Context: an optimization exercise on an open-source flow, tuned for small area, a short achievable clock period and few clock cycles per item. The choices shown serve that exercise and are no tape-out recipe.
Function was checked by simulation only, so behaviour that the tests miss may differ from the original.

===== flow/config.mk =====
export PLATFORM = sky130hd
export DESIGN_NAME = sgd_top
export DESIGN_NICKNAME = sgd_top
export VERILOG_FILES = /design/flow/design.v
export SDC_FILE = /design/flow/constraint.sdc
export NUM_CORES = 4
export LEC_CHECK = 0
export CAP_MARGIN = 20
export CORE_MARGIN = 2
export CORE_UTILIZATION = 40
export SLEW_MARGIN = 20

===== flow/constraint.sdc =====
create_clock -name core_clock -period 10.0 [get_ports {clk}]
set_input_delay 2.0000 -clock core_clock [delete_from_list [all_inputs] [get_ports {clk}]]
set_output_delay 2.0000 -clock core_clock [all_outputs]
set_load 0.01 [all_outputs]

===== flow/design.v =====
`default_nettype none
package sgd_pkg;
    localparam int NUM_FEATURES  = 4;
    localparam int FEATURE_WIDTH = 8;
    localparam int MODEL_WIDTH   = 32;
    localparam int COUNT_WIDTH   = 16;
    typedef logic signed [FEATURE_WIDTH-1:0]              feature_t;
    typedef logic        [NUM_FEATURES*FEATURE_WIDTH-1:0] features_t;
    typedef logic signed [MODEL_WIDTH-1:0]                model_word_t;
    typedef logic        [NUM_FEATURES*MODEL_WIDTH-1:0]   model_vec_t;
    typedef logic        [COUNT_WIDTH-1:0]                count_t;
    typedef logic        [$clog2(MODEL_WIDTH)-1:0]        shift_t;
    typedef logic        [$clog2(NUM_FEATURES)-1:0]       index_t;
    typedef enum logic [2:0] {
        CTRL_IDLE,
        CTRL_RUN,
        CTRL_WAIT_UPDATE,
        CTRL_WRITE_BACK,
        CTRL_DONE
    } ctrl_state_t;
endpackage
`default_nettype wire
`timescale 1ns/100ps
`default_nettype none
module sgd_control (
    input  wire                  clk,
    input  wire                  rst_n,
    input  wire                  start,
    input  wire sgd_pkg::count_t mini_batch_size,
    input  wire sgd_pkg::count_t number_of_samples,
    input  wire sgd_pkg::count_t number_of_epochs,
    input  wire sgd_pkg::shift_t step_shift,
    input  wire                  sample_valid,
    input  wire                  update_done,
    input  wire                  wb_done,
    output logic                 sample_ready,
    output logic                 take,
    output logic                 batch_end,
    output sgd_pkg::shift_t      step_shift_q,
    output logic                 wb_start,
    output logic                 done
);
    sgd_pkg::ctrl_state_t state;
    sgd_pkg::count_t      mbs_q;
    sgd_pkg::count_t      nsamp_q;
    sgd_pkg::count_t      nepoch_q;
    sgd_pkg::count_t      batch_cnt;
    sgd_pkg::count_t      sample_cnt;
    sgd_pkg::count_t      epoch_cnt;
    logic                 epoch_end;
    logic                 final_q;
    assign sample_ready = (state == sgd_pkg::CTRL_RUN);
    assign take         = sample_valid & sample_ready;
    assign done         = (state == sgd_pkg::CTRL_DONE);
    assign epoch_end    = (sample_cnt == nsamp_q - 1'b1);
    assign batch_end    = (batch_cnt == mbs_q - 1'b1) | epoch_end;
    always_ff @(posedge clk) begin
        if ((state == sgd_pkg::CTRL_IDLE || state == sgd_pkg::CTRL_DONE) && start) begin
            mbs_q        <= mini_batch_size;
            nsamp_q      <= number_of_samples;
            nepoch_q     <= number_of_epochs;
            step_shift_q <= step_shift;
        end
    end
    always_ff @(posedge clk) begin
        if (!rst_n) begin
            state      <= sgd_pkg::CTRL_IDLE;
            batch_cnt  <= '0;
            sample_cnt <= '0;
            epoch_cnt  <= '0;
            final_q    <= 1'b0;
            wb_start   <= 1'b0;
        end else begin
            wb_start <= 1'b0;
            case (state)
                sgd_pkg::CTRL_IDLE, sgd_pkg::CTRL_DONE: begin
                    if (start) begin
                        state      <= sgd_pkg::CTRL_RUN;
                        batch_cnt  <= '0;
                        sample_cnt <= '0;
                        epoch_cnt  <= '0;
                        final_q    <= 1'b0;
                    end
                end
                sgd_pkg::CTRL_RUN: begin
                    if (take) begin
                        batch_cnt <= batch_end ? '0 : batch_cnt + 1'b1;
                        if (epoch_end) begin
                            sample_cnt <= '0;
                            epoch_cnt  <= epoch_cnt + 1'b1;
                        end else begin
                            sample_cnt <= sample_cnt + 1'b1;
                        end
                        if (batch_end) begin
                            state   <= sgd_pkg::CTRL_WAIT_UPDATE;
                            final_q <= epoch_end && (epoch_cnt == nepoch_q - 1'b1);
                        end
                    end
                end
                sgd_pkg::CTRL_WAIT_UPDATE: begin
                    if (update_done) begin
                        if (final_q) begin
                            state    <= sgd_pkg::CTRL_WRITE_BACK;
                            wb_start <= 1'b1;
                        end else begin
                            state <= sgd_pkg::CTRL_RUN;
                        end
                    end
                end
                sgd_pkg::CTRL_WRITE_BACK: begin
                    if (wb_done) begin
                        state <= sgd_pkg::CTRL_DONE;
                    end
                end
                default: begin
                    state <= sgd_pkg::CTRL_IDLE;
                end
            endcase
        end
    end
endmodule
`default_nettype wire
`timescale 1ns/100ps
`default_nettype none
module sgd_dot_product (
    input  wire                       clk,
    input  wire                       rst_n,
    input  wire                       take,
    input  wire sgd_pkg::features_t   sample_features,
    input  wire sgd_pkg::model_word_t sample_label,
    input  wire                       batch_end,
    input  wire sgd_pkg::model_vec_t  model_vec,
    output logic                      dp_valid,
    output sgd_pkg::model_word_t      dp_value,
    output sgd_pkg::features_t        dp_features,
    output sgd_pkg::model_word_t      dp_label,
    output logic                      dp_batch_end
);
    localparam int FW = sgd_pkg::FEATURE_WIDTH;
    localparam int MW = sgd_pkg::MODEL_WIDTH;
    logic                 s1_valid;
    sgd_pkg::model_word_t s1_prod [sgd_pkg::NUM_FEATURES];
    sgd_pkg::features_t   s1_features;
    sgd_pkg::model_word_t s1_label;
    logic                 s1_batch_end;
    sgd_pkg::model_word_t s1_sum;
    always_ff @(posedge clk) begin
        if (!rst_n) begin
            s1_valid <= 1'b0;
            dp_valid <= 1'b0;
        end else begin
            s1_valid <= take;
            dp_valid <= s1_valid;
        end
    end
    always_ff @(posedge clk) begin
        for (int i = 0; i < sgd_pkg::NUM_FEATURES; i++) begin
            s1_prod[i] <= sgd_pkg::model_word_t'(
                              {{(MW-FW){sample_features[i*FW+FW-1]}}, sample_features[i*FW +: FW]})
                          * sgd_pkg::model_word_t'(model_vec[i*MW +: MW]);
        end
        s1_features  <= sample_features;
        s1_label     <= sample_label;
        s1_batch_end <= batch_end;
    end
    always_comb begin
        s1_sum = '0;
        for (int i = 0; i < sgd_pkg::NUM_FEATURES; i++) begin
            s1_sum = s1_sum + s1_prod[i];
        end
    end
    always_ff @(posedge clk) begin
        dp_value     <= s1_sum;
        dp_features  <= s1_features;
        dp_label     <= s1_label;
        dp_batch_end <= s1_batch_end;
    end
endmodule
`default_nettype wire
`timescale 1ns/100ps
`default_nettype none
module sgd_gradient (
    input  wire                       clk,
    input  wire                       rst_n,
    input  wire                       start,
    input  wire                       dp_valid,
    input  wire sgd_pkg::model_word_t dp_value,
    input  wire sgd_pkg::features_t   dp_features,
    input  wire sgd_pkg::model_word_t dp_label,
    input  wire                       dp_batch_end,
    input  wire sgd_pkg::shift_t      step_shift_q,
    output logic                      grad_valid,
    output sgd_pkg::model_vec_t       grad_vec
);
    localparam int FW = sgd_pkg::FEATURE_WIDTH;
    localparam int MW = sgd_pkg::MODEL_WIDTH;
    sgd_pkg::model_word_t diff;
    logic                 l_valid;
    sgd_pkg::model_word_t l_loss;
    sgd_pkg::features_t   l_features;
    logic                 l_batch_end;
    sgd_pkg::model_word_t acc [sgd_pkg::NUM_FEATURES];
    sgd_pkg::model_word_t acc_next [sgd_pkg::NUM_FEATURES];
    assign diff = dp_value - dp_label;
    always_ff @(posedge clk) begin
        if (!rst_n) begin
            l_valid <= 1'b0;
        end else begin
            l_valid <= dp_valid;
        end
    end
    always_ff @(posedge clk) begin
        l_loss      <= diff >>> step_shift_q;
        l_features  <= dp_features;
        l_batch_end <= dp_batch_end;
    end
    always_comb begin
        for (int i = 0; i < sgd_pkg::NUM_FEATURES; i++) begin
            acc_next[i] = acc[i] + l_loss * sgd_pkg::model_word_t'(
                              {{(MW-FW){l_features[i*FW+FW-1]}}, l_features[i*FW +: FW]});
        end
    end
    always_ff @(posedge clk) begin
        if (!rst_n) begin
            grad_valid <= 1'b0;
        end else begin
            grad_valid <= l_valid & l_batch_end;
        end
    end
    always_ff @(posedge clk) begin
        for (int i = 0; i < sgd_pkg::NUM_FEATURES; i++) begin
            if (start) begin
                acc[i] <= '0;
            end else if (l_valid) begin
                acc[i] <= l_batch_end ? '0 : acc_next[i];
            end
        end
        if (l_valid && l_batch_end) begin
            for (int i = 0; i < sgd_pkg::NUM_FEATURES; i++) begin
                grad_vec[i*MW +: MW] <= acc_next[i];
            end
        end
    end
endmodule
`default_nettype wire
`timescale 1ns/100ps
`default_nettype none
module sgd_model (
    input  wire                       clk,
    input  wire                       rst_n,
    input  wire                       start,
    input  wire                       grad_valid,
    input  wire sgd_pkg::model_vec_t  grad_vec,
    input  wire sgd_pkg::index_t      rd_index,
    output sgd_pkg::model_vec_t       model_vec,
    output logic                      update_done,
    output sgd_pkg::model_word_t      rd_word
);
    localparam int MW = sgd_pkg::MODEL_WIDTH;
    sgd_pkg::model_word_t words [sgd_pkg::NUM_FEATURES];
    always_ff @(posedge clk) begin
        for (int i = 0; i < sgd_pkg::NUM_FEATURES; i++) begin
            if (start) begin
                words[i] <= '0;
            end else if (grad_valid) begin
                words[i] <= words[i] - sgd_pkg::model_word_t'(grad_vec[i*MW +: MW]);
            end
        end
    end
    always_ff @(posedge clk) begin
        if (!rst_n) begin
            update_done <= 1'b0;
        end else begin
            update_done <= grad_valid;
        end
    end
    always_comb begin
        for (int i = 0; i < sgd_pkg::NUM_FEATURES; i++) begin
            model_vec[i*MW +: MW] = words[i];
        end
    end
    assign rd_word = words[rd_index];
endmodule
`default_nettype wire
`timescale 1ns/100ps
`default_nettype none
module sgd_x_writeback (
    input  wire                       clk,
    input  wire                       rst_n,
    input  wire                       wb_start,
    input  wire sgd_pkg::model_word_t rd_word,
    input  wire                       x_out_ready,
    output sgd_pkg::index_t           rd_index,
    output sgd_pkg::model_word_t      x_out_data,
    output logic                      x_out_valid,
    output logic                      x_out_last,
    output logic                      wb_done
);
    localparam sgd_pkg::index_t LAST_INDEX = sgd_pkg::index_t'(sgd_pkg::NUM_FEATURES - 1);
    sgd_pkg::index_t idx;
    logic            xfer;
    logic            load;
    assign rd_index = idx;
    assign xfer     = x_out_valid & x_out_ready;
    assign load     = wb_start | (xfer & ~x_out_last);
    assign wb_done  = xfer & x_out_last;
    always_ff @(posedge clk) begin
        if (!rst_n) begin
            idx         <= '0;
            x_out_valid <= 1'b0;
            x_out_last  <= 1'b0;
        end else if (load) begin
            x_out_valid <= 1'b1;
            x_out_last  <= (idx == LAST_INDEX);
            idx         <= (idx == LAST_INDEX) ? '0 : idx + 1'b1;
        end else if (wb_done) begin
            x_out_valid <= 1'b0;
            x_out_last  <= 1'b0;
        end
    end
    always_ff @(posedge clk) begin
        if (load) begin
            x_out_data <= rd_word;
        end
    end
endmodule
`default_nettype wire
`timescale 1ns/100ps
`default_nettype none
module sgd_top (
    input  wire                       clk,
    input  wire                       rst_n,
    input  wire                       start,
    input  wire sgd_pkg::count_t      mini_batch_size,
    input  wire sgd_pkg::count_t      number_of_samples,
    input  wire sgd_pkg::count_t      number_of_epochs,
    input  wire sgd_pkg::shift_t      step_shift,
    input  wire sgd_pkg::features_t   sample_features,
    input  wire sgd_pkg::model_word_t sample_label,
    input  wire                       sample_valid,
    output wire                       sample_ready,
    output wire sgd_pkg::model_word_t x_out_data,
    output wire                       x_out_valid,
    input  wire                       x_out_ready,
    output wire                       x_out_last,
    output wire                       done
);
    logic                 take;
    logic                 batch_end;
    sgd_pkg::shift_t      step_shift_q;
    logic                 wb_start;
    logic                 wb_done;
    logic                 dp_valid;
    sgd_pkg::model_word_t dp_value;
    sgd_pkg::features_t   dp_features;
    sgd_pkg::model_word_t dp_label;
    logic                 dp_batch_end;
    logic                 grad_valid;
    sgd_pkg::model_vec_t  grad_vec;
    sgd_pkg::model_vec_t  model_vec;
    logic                 update_done;
    sgd_pkg::index_t      rd_index;
    sgd_pkg::model_word_t rd_word;
    sgd_control u_control (
        .clk               (clk),
        .rst_n             (rst_n),
        .start             (start),
        .mini_batch_size   (mini_batch_size),
        .number_of_samples (number_of_samples),
        .number_of_epochs  (number_of_epochs),
        .step_shift        (step_shift),
        .sample_valid      (sample_valid),
        .update_done       (update_done),
        .wb_done           (wb_done),
        .sample_ready      (sample_ready),
        .take              (take),
        .batch_end         (batch_end),
        .step_shift_q      (step_shift_q),
        .wb_start          (wb_start),
        .done              (done)
    );
    sgd_dot_product u_dot_product (
        .clk             (clk),
        .rst_n           (rst_n),
        .take            (take),
        .sample_features (sample_features),
        .sample_label    (sample_label),
        .batch_end       (batch_end),
        .model_vec       (model_vec),
        .dp_valid        (dp_valid),
        .dp_value        (dp_value),
        .dp_features     (dp_features),
        .dp_label        (dp_label),
        .dp_batch_end    (dp_batch_end)
    );
    sgd_gradient u_gradient (
        .clk          (clk),
        .rst_n        (rst_n),
        .start        (start),
        .dp_valid     (dp_valid),
        .dp_value     (dp_value),
        .dp_features  (dp_features),
        .dp_label     (dp_label),
        .dp_batch_end (dp_batch_end),
        .step_shift_q (step_shift_q),
        .grad_valid   (grad_valid),
        .grad_vec     (grad_vec)
    );
    sgd_model u_model (
        .clk         (clk),
        .rst_n       (rst_n),
        .start       (start),
        .grad_valid  (grad_valid),
        .grad_vec    (grad_vec),
        .rd_index    (rd_index),
        .model_vec   (model_vec),
        .update_done (update_done),
        .rd_word     (rd_word)
    );
    sgd_x_writeback u_x_writeback (
        .clk         (clk),
        .rst_n       (rst_n),
        .wb_start    (wb_start),
        .rd_word     (rd_word),
        .x_out_ready (x_out_ready),
        .rd_index    (rd_index),
        .x_out_data  (x_out_data),
        .x_out_valid (x_out_valid),
        .x_out_last  (x_out_last),
        .wb_done     (wb_done)
    );
endmodule
`default_nettype wire

===== flow/run.sh =====
#!/bin/bash
# synth_recipe.tcl (not shown) runs the flow's synth.tcl, then flattens the netlist and writes it again
# the make line also repeats each setting of config.mk as NAME=value (left out here)
make -C /OpenROAD-flow-scripts/flow DESIGN_CONFIG=/design/flow/config.mk WORK_HOME=/design/flow/orfs CLKGATE_MAP_FILE= SYNTH_SCRIPT=/design/flow/synth_recipe.tcl finish

==> run summary <==
- The via density per instance is 5.35.
- The max-slew violation count came to 0.
- Once layout is complete, the utilization of the core stands at 0.437.
- Summing all flip-flop and latch instances after layout gives 19,900 µm².
- The routed length per instance is 22.1 µm.
- The overall fraction of global-route tracks in use is 0.246.
- Summing all placed instances gives a cell area of 104,000 µm².
- The post-synthesis cell count is 10,600.
- The library cell occupying the most area in the post-synthesis netlist is fa_1.
- In the synthesized netlist the async set-or-reset flop fraction comes to 0.
- The number of hold-slack violations in the final timing report is 0.
- Along the worst path, the maximum fanout reaches 15.
- The floorplan has 182 rows.
- The number of synthesized register bits is 886.
- The TritonCTS sink count is 886.
- The cell area that synthesis handed to floorplanning was 98,900 µm².
- The most prevalent standard cell on the critical path is fa_1.
- Measured along the x axis, the die boundary spans 501 µm.
- In this design, the stage delay of the slowest critical-path cell is 0.65 ns.
- The headroom to the max-slew limit is 0.234.
- Setup repair after global routing left no endpoint under its margin.
- The area taken by multi-input logic gates is 70,900 µm².
- The number of enable flip-flop cells after synthesis is 213.
- The number of buffers added on ports is 157.
- At the later pin of the worst-skew pair, clock insertion delay measures 0.82 ns.
- The max-capacitance violation count is 0.
- The count of nets left with antenna violations after detail routing is 0.
- The number of antenna violations at the first check in global routing is 25.
- For this run, the leading register cell type out of synthesis is dfxtp_1.
- Before antenna repair, the detailed router went through 7 iterations.
- The TritonCTS buffer count is 105.
- The startpoint identified for the worst hold timing path is u_dot_product.s1_features[4].
- The routed design could run at a clock period as short as 7.76 ns.
- For this block, the initial DRC count from the detailed router was 5,568.
- Walking the worst path, the cells encountered are clkdlybuf4s50_1 -> inv_1 -> nor2_1 -> fa_1 -> fa_1 -> fa_1 -> inv_1 -> fa_1 -> inv_1 -> ha_1 -> o21a_1 -> o21ai_0 -> nor2_1 -> a221oi_1 -> a21oi_1 -> a41oi_1 -> nor3_1 -> a2111oi_0 -> a21oi_1 -> xnor2_1.
- At the worst endpoint, the arrival time is 8.40 ns.
- After floorplanning, the core was sized to cover 246,000 µm².
- The via count of the first global-routing pass came to 77,700.
- The final setup violation count is 0.
- At the end of the flow, the number of nets in the layout was 12,800.
- The die covers 251,000 µm².
- The share of layout cells above drive strength 1 is 0.0394.
- Counting the fill cells in the layout gives 23,700.
- The detailed-route via count is 74,100.
- The maximum achievable frequency is 129 MHz.
- TritonCTS built the clock tree.
- After routing, the total negative slack on setup checks comes to 0 ns.
- STA classifies the critical path endpoint as a flop.
- The die height is 501 µm.
- The total congestion overflow is 0.
- The number of gates resized after CTS was 0.
- The quantity of hold-fixing buffers added after cts is 0.
- The count of unique library cells instantiated by Yosys is 110.
- The placer's final routability congestion estimate is 0.967.
- The category of the worst setup path launch point is an input port.
- Across the routed clock network, the largest skew measured is 0.105 ns.
- The post-synthesis average cell area is 9.34 µm².
- CTS built an H-tree with a depth of 3.
- The clock-pin slew on the worst setup and hold paths is 0.07 ns.
- In the post-synthesis netlist, the biggest area contributors are fa_1, dfxtp_1, ha_1.
- Yosys printed 9 warnings.
- The first global-routing pass estimated 471 mm of wire.
- In the layout the commonest cells are inv_1, fa_1, and2_1.
- The number of primary I/O pins is 158.
- The largest net degree at the start of global routing is 149.
- The startpoint of the most critical setup path is sample_features[7].
- The run finished with no timing, DRC or antenna violations.
- The required time reported for the critical path endpoint is 10.64 ns.
- For this configuration, the core starts out at a cell density of 0.402.
- Of the post-synthesis cell area, the dominant cell type holds 0.292.
- The growth of design area from synthesis to finish is 8.58%.
- On the critical path, the stage with the largest delay is an instance of a2111oi_0.
- The finished layout cell area is 107,000 µm².
- The final critical-path share of the clock period is 0.776.
- When the netlist entered floorplanning its net count stood at 12,900.
- For the pin with the worst max-slew slack, the measured transition is 1.15 ns.
- Leaving out fill and tap cells, the most frequent cell in the layout is inv_1.
- The root buffer selected by CTS is clkbuf_16.
- The critical path is of the input port to flop type.
- In this run the post-CTS setup repair buffer count came out at 0.
- The number of DRC violations after detailed routing is 0.
- The final HPWL from detailed placement is 237 mm.
- The startpoint of the lowest-slack register-to-register path is u_gradient.l_loss[5].
- The path class of the tightest hold or removal check is flop to flop.
- Of the synthesized area, sequential elements account for 0.201.
- The total wire length after detailed routing is 305 mm.
- In this run the deepest clock path goes through 3 buffers.
==> cell type report <==
cell class                 count  share of cell area
sequential                   886               0.185
multi-input combinational   7539               0.660
antenna                       20            0.000466
clock buffer                 140              0.0275
timing repair buffer         286              0.0237
clock inverter                59             0.00616
inverter                    1696              0.0593
tap                         3220              0.0375
==> critical path: cells and delay by family <==
family | cells | cell delay, ns
AO/OA/AOI/OAI | 7 | 2.33
adder cells (fa/ha/maj) | 5 | 2.26
buffers and inverters | 4 | 1.28
AND/OR/NAND/NOR | 3 | 0.33
XOR/XNOR | 1 | 0.18
==> registers in the layout, summed over array words and instances (netlist names), 32 cells and up <==
signal and cells:
u_gradient.grad_vec 128, u_model.words 128, u_dot_product.s1_features 32, u_gradient.l_features 32
u_dot_product.s1_label 32, u_dot_product.s1_prod 128, u_dot_product.dp_label 32, u_dot_product.dp_features 32
u_gradient.acc 128, u_gradient.l_loss 32, u_x_writeback.x_out_data 32, u_dot_product.dp_value 32
==> Yosys cell counts, types with 140 or more instances <==
| cell | number |
|---|---|
| inv_1 | 1690 |
| dfxtp_1 | 673 |
| nand3_1 | 141 |
| a21oi_1 | 388 |
| a21o_1 | 142 |
| clkbuf_1 | 438 |
| nand2_1 | 807 |
| edfxtp_1 | 213 |
| xnor2_1 | 387 |
| nor2_1 | 608 |
| and2_1 | 1104 |
| xor2_1 | 166 |
| ha_1 | 728 |
| fa_1 | 1443 |
| o21ai_0 | 171 |
| nor2b_1 | 140 |
==> per-layer routing <==
layer / part of all wire / track usage / vias to the layer above
met1: 0.44 / 0.331 / 37700
met5: 0 / 0 / -
li1: - / - / 33600
met3: 0.059 / 0.0358 / 515
met4: 0.053 / 0.118 / 0
met2: 0.45 / 0.388 / 2245
==> path summary, 6_finish.rpt <==
| path | endpoint | slack, ns | cells after the start |
|---|---|---|---|
| min | u_dot_product.dp_features[4] | 0.29 | 0 |
| max | u_dot_product.s1_prod[0][31] | 2.24 | 20 |
| min reg2reg | u_dot_product.dp_features[4] | 0.29 | 0 |
| max reg2reg | u_gradient.acc[0][30] | 2.68 | 22 |
==> kinds of logic (layout without fill, tap and decap cells) <==
family	after synthesis	count (layout)	synth area share
adder cells (fa/ha/maj)	2171	2171	0.384
flip-flops	886	886	0.201
buffers and inverters	2168	2181	0.0825
other	0	20	0
XOR/XNOR	553	553	0.0490
AO/OA/AOI/OAI	1371	1371	0.0953
multiplexers	154	154	0.0171
AND/OR/NAND/NOR	3290	3290	0.171
==> through the flow <==
| step | cells | setup WS (ns) | hold WS, ns |
|---|---|---|---|
| floorplan | 10600 | 2.78 | 0.310 |
| global placement | 13600 | 1.44 | 0.310 |
| detailed placement | 13600 | 1.51 | 0.312 |
| CTS | 13800 | 2.33 | 0.285 |
| global route | 13800 | 1.88 | 0.290 |
| finish | 13800 | 2.24 | 0.290 |
Testbench counts, summed over its fixed seeds: cycles 7,691, samples 3,865.

==> port drivers added, routing unchanged <==
How much do the figures lean on ideal ports? The routed layout below was timed once more, with nothing changed but the port constraints.
Step 1 sets driving cells, clkbuf_16 on the clock port and buf_2 on the other inputs (assumed; they add their load-dependent delay and slew).
Step 2, shift: input delay + t, output delay - t, t = (earliest + latest rising clock arrival at the registers) / 2. This alone moves slack from input paths to output paths.
a / b / c = no drivers / after step 1 / after step 2; a / b = the first two.
t (ns): 0.852
slack for setup (ns): 2.244 / 2.233 / 1.381
worst register clock-pin slew, ns: 0.08 / 0.08
worst data-port slew with drivers (ns): 0.16
cell pins on the clock port's net: 1
After both steps setup and hold are still met in this run. The setup slack of this run moves by -0.011 ns with the drivers and by -0.863 ns with both steps.
